This is an optimization exercise on Yosys and OpenROAD, whose aim is a short achievable clock period and few clock cycles per item, not a production implementation. Only simulation tests tie the RTL to the original design; equivalence was not proved. Power figures rest on the tool's default switching activity, not on a simulated workload.

Setup of main:
## data_cache
module data_cache (
   input  logic        clk,
   input  logic        rst,
   input  logic [31:0] cpu_address,
   input  logic [31:0] cpu_writedata,
   input  logic        cpu_read,
   input  logic        cpu_write,
   output logic [31:0] cpu_readdata,
   output logic        cpu_ready,
   output logic [31:0] mem_address,
   output logic [31:0] mem_writedata,
   output logic        mem_writemem,
   output logic        mem_readmem,
   input  logic [31:0] mem_readdata,
   output logic [31:0] hit_count,
   output logic [31:0] miss_count
);
   logic              fill;             
   logic              first;            
   logic              is_read;
   logic [31:0]       valid;
   logic [31:0][26:0] tag;
   logic [31:0]       sel;              
   logic              hit;
   assign is_read = cpu_read && !cpu_write;
   assign first   = (cpu_read || cpu_write) && !fill;
   always_comb begin
      hit = 1'b0;
      for (int i = 0; i < 32; i++) begin
         sel[i] = (cpu_address[4:0] == 5'(i));
         hit    = hit | (sel[i] && valid[i] && (tag[i] == cpu_address[31:5]));
      end
   end
   logic [31:0] hit_base, hit_next, miss_base, miss_next;
   logic        hit_pend, miss_pend;
   assign hit_count  = hit_pend  ? hit_next  : hit_base;
   assign miss_count = miss_pend ? miss_next : miss_base;
   always_ff @(posedge clk or posedge rst) begin
      if (rst) begin
         fill      <= 1'b0;
         valid     <= '0;
         hit_base  <= 32'd0;
         hit_next  <= 32'd1;
         miss_base <= 32'd0;
         miss_next <= 32'd1;
         hit_pend  <= 1'b0;
         miss_pend <= 1'b0;
      end else begin
         fill <= first && is_read;
         if (first && is_read)
            valid <= valid | sel;
         hit_base  <= hit_count;
         miss_base <= miss_count;
         hit_next  <= (hit_count  == 32'hFFFF_FFFF) ? hit_count  : hit_count  + 32'd1;
         miss_next <= (miss_count == 32'hFFFF_FFFF) ? miss_count : miss_count + 32'd1;
         hit_pend  <= first && (is_read || hit);
         miss_pend <= first && !hit;
      end
   end
   always_ff @(posedge clk) begin
      for (int i = 0; i < 32; i++)
         if (first && is_read && sel[i])
            tag[i] <= cpu_address[31:5];
   end
   assign mem_address   = cpu_address;
   assign mem_writedata = cpu_writedata;
  ...
Size: roughly 2900 cells after synthesis, roughly 1000 flip-flops, about 44000 um^2 of cells after synthesis.
==> module data_cache, before the edit <==
module data_cache (
   input  logic        clk,
   input  logic        rst,
   input  logic [31:0] cpu_address,
   input  logic [31:0] cpu_writedata,
   input  logic        cpu_read,
   input  logic        cpu_write,
   output logic [31:0] cpu_readdata,
   output logic        cpu_ready,
   output logic [31:0] mem_address,
   output logic [31:0] mem_writedata,
   output logic        mem_writemem,
   output logic        mem_readmem,
   input  logic [31:0] mem_readdata,
   output logic [31:0] hit_count,
   output logic [31:0] miss_count
);
   logic              fill;             
   logic              first;            
   logic              is_read;
   logic [31:0]       valid;
   logic [31:0][26:0] tag;
   logic [31:0]       sel;              
   logic              hit;
   assign is_read = cpu_read && !cpu_write;
   assign first   = (cpu_read || cpu_write) && !fill;
   always_comb begin
      hit = 1'b0;
      for (int i = 0; i < 32; i++) begin
         sel[i] = (cpu_address[4:0] == 5'(i));
         hit    = hit | (sel[i] && valid[i] && (tag[i] == cpu_address[31:5]));
      end
   end
   logic [31:0] hit_base, hit_next, miss_base, miss_next;
   logic        hit_pend, miss_pend;
   assign hit_count  = hit_pend  ? hit_next  : hit_base;
   assign miss_count = miss_pend ? miss_next : miss_base;
   always_ff @(posedge clk or posedge rst) begin
      if (rst) begin
         fill      <= 1'b0;
         valid     <= '0;
         hit_base  <= 32'd0;
         hit_next  <= 32'd1;
         miss_base <= 32'd0;
         miss_next <= 32'd1;
         hit_pend  <= 1'b0;
         miss_pend <= 1'b0;
      end else begin
         fill <= first && is_read;
         if (first && is_read)
            valid <= valid | sel;
         hit_base  <= hit_count;
         miss_base <= miss_count;
         hit_next  <= (hit_count  == 32'hFFFF_FFFF) ? hit_count  : hit_count  + 32'd1;
         miss_next <= (miss_count == 32'hFFFF_FFFF) ? miss_count : miss_count + 32'd1;
         hit_pend  <= first && (is_read || hit);
         miss_pend <= first && !hit;
      end
   end
   always_ff @(posedge clk) begin
      for (int i = 0; i < 32; i++)
         if (first && is_read && sel[i])
            tag[i] <= cpu_address[31:5];
   end
   assign mem_address   = cpu_address;
   assign mem_writedata = cpu_writedata;
   assign mem_readmem   = cpu_read;
   assign mem_writemem  = cpu_write && !rst;
   assign cpu_ready     = fill || (cpu_write && !rst);
   assign cpu_readdata  = mem_readdata;
endmodule
export LEC_CHECK = 0
export CAP_MARGIN = 20
export CORE_MARGIN = 2
export CORE_UTILIZATION = 40
export SETUP_SLACK_MARGIN = 3.8
export SLEW_MARGIN = 20
create_clock -name core_clock -period 7.0 [get_ports {clk}]
run.sh (not shown) runs the stock make flow with config.mk's settings and CLKGATE_MAP_FILE= SYNTH_SCRIPT=/design/flow/synth_recipe.tcl, a recipe that flattens the netlist after the stock synthesis.
Testbench counts of main, summed over its fixed seeds: cycles 54,175, accesses 32,000.
Inputs modified between main and the feature branch:
--- a/flow/design.v
+++ b/flow/design.v
@@ -47,14 +47,20 @@
          miss_pend <= 1'b0;
       end else begin
          fill <= first && is_read;
          if (first && is_read)
             valid <= valid | sel;
-         hit_base  <= hit_count;
-         miss_base <= miss_count;
-         hit_next  <= (hit_count  == 32'hFFFF_FFFF) ? hit_count  : hit_count  + 32'd1;
-         miss_next <= (miss_count == 32'hFFFF_FFFF) ? miss_count : miss_count + 32'd1;
+         if (hit_pend) begin
+            hit_base <= hit_next;
+            if (hit_next != 32'hFFFF_FFFF)
+               hit_next <= hit_next + 32'd1;
+         end
+         if (miss_pend) begin
+            miss_base <= miss_next;
+            if (miss_next != 32'hFFFF_FFFF)
+               miss_next <= miss_next + 32'd1;
+         end
          hit_pend  <= first && (is_read || hit);
          miss_pend <= first && !hit;
       end
    end
    always_ff @(posedge clk) begin
Notes after the runs:
Clock buffer count: main and the feature branch compared, lower one is the feature branch
main -> the feature branch: starting utilization of the core area flat
The final reports for the feature branch and main show internal power summed over all cells higher in the former.
The feature branch -> main: wire length on met1 flat
The time the worst path needs with I/O delays and setup of the feature branch is lower than that of main.
Relative to main, the die area measured on the feature branch has decreased slightly.
Sequential share of layout area ends up higher on the feature branch.
The feature branch vs main, power density normalized to cell area went up by 13 nW/um^2.
Testbench counts of the feature branch, summed over its fixed seeds: cycles 54,175, accesses 32,000.

## separate check: timing with driven ports
No port has a modelled driver above. Below, the same layouts with a new extraction and two added sets of constraints.
Step 1 (the two cells are an assumption about what drives the block):
set clk [get_ports {clk}]
set_driving_cell -lib_cell sky130_fd_sc_hd__clkbuf_16 $clk
set_driving_cell -lib_cell sky130_fd_sc_hd__buf_2 [delete_from_list [all_inputs] $clk]
Step 2 moves the port delays by t, midway between the first and last clock arrival at a register: inputs arrive t later, outputs are due t later. That takes back most of the time a late clock gives input paths.
Slacks: no drivers / after step 1 / after step 2; pairs: no drivers / after step 1.
run | t (ns) | setup WS [ns] | worst data-port slew with drivers (ns)
main | 0.756 | 3.572 / 3.502 / 2.897 | 0.30
the feature branch | 0.752 | 3.604 / 3.532 / 2.877 | 0.35
After both steps setup and hold are still met in every run listed. For the feature branch, which loses most, drivers alone change the setup slack by -0.072 ns; drivers and shift together by -0.727 ns.
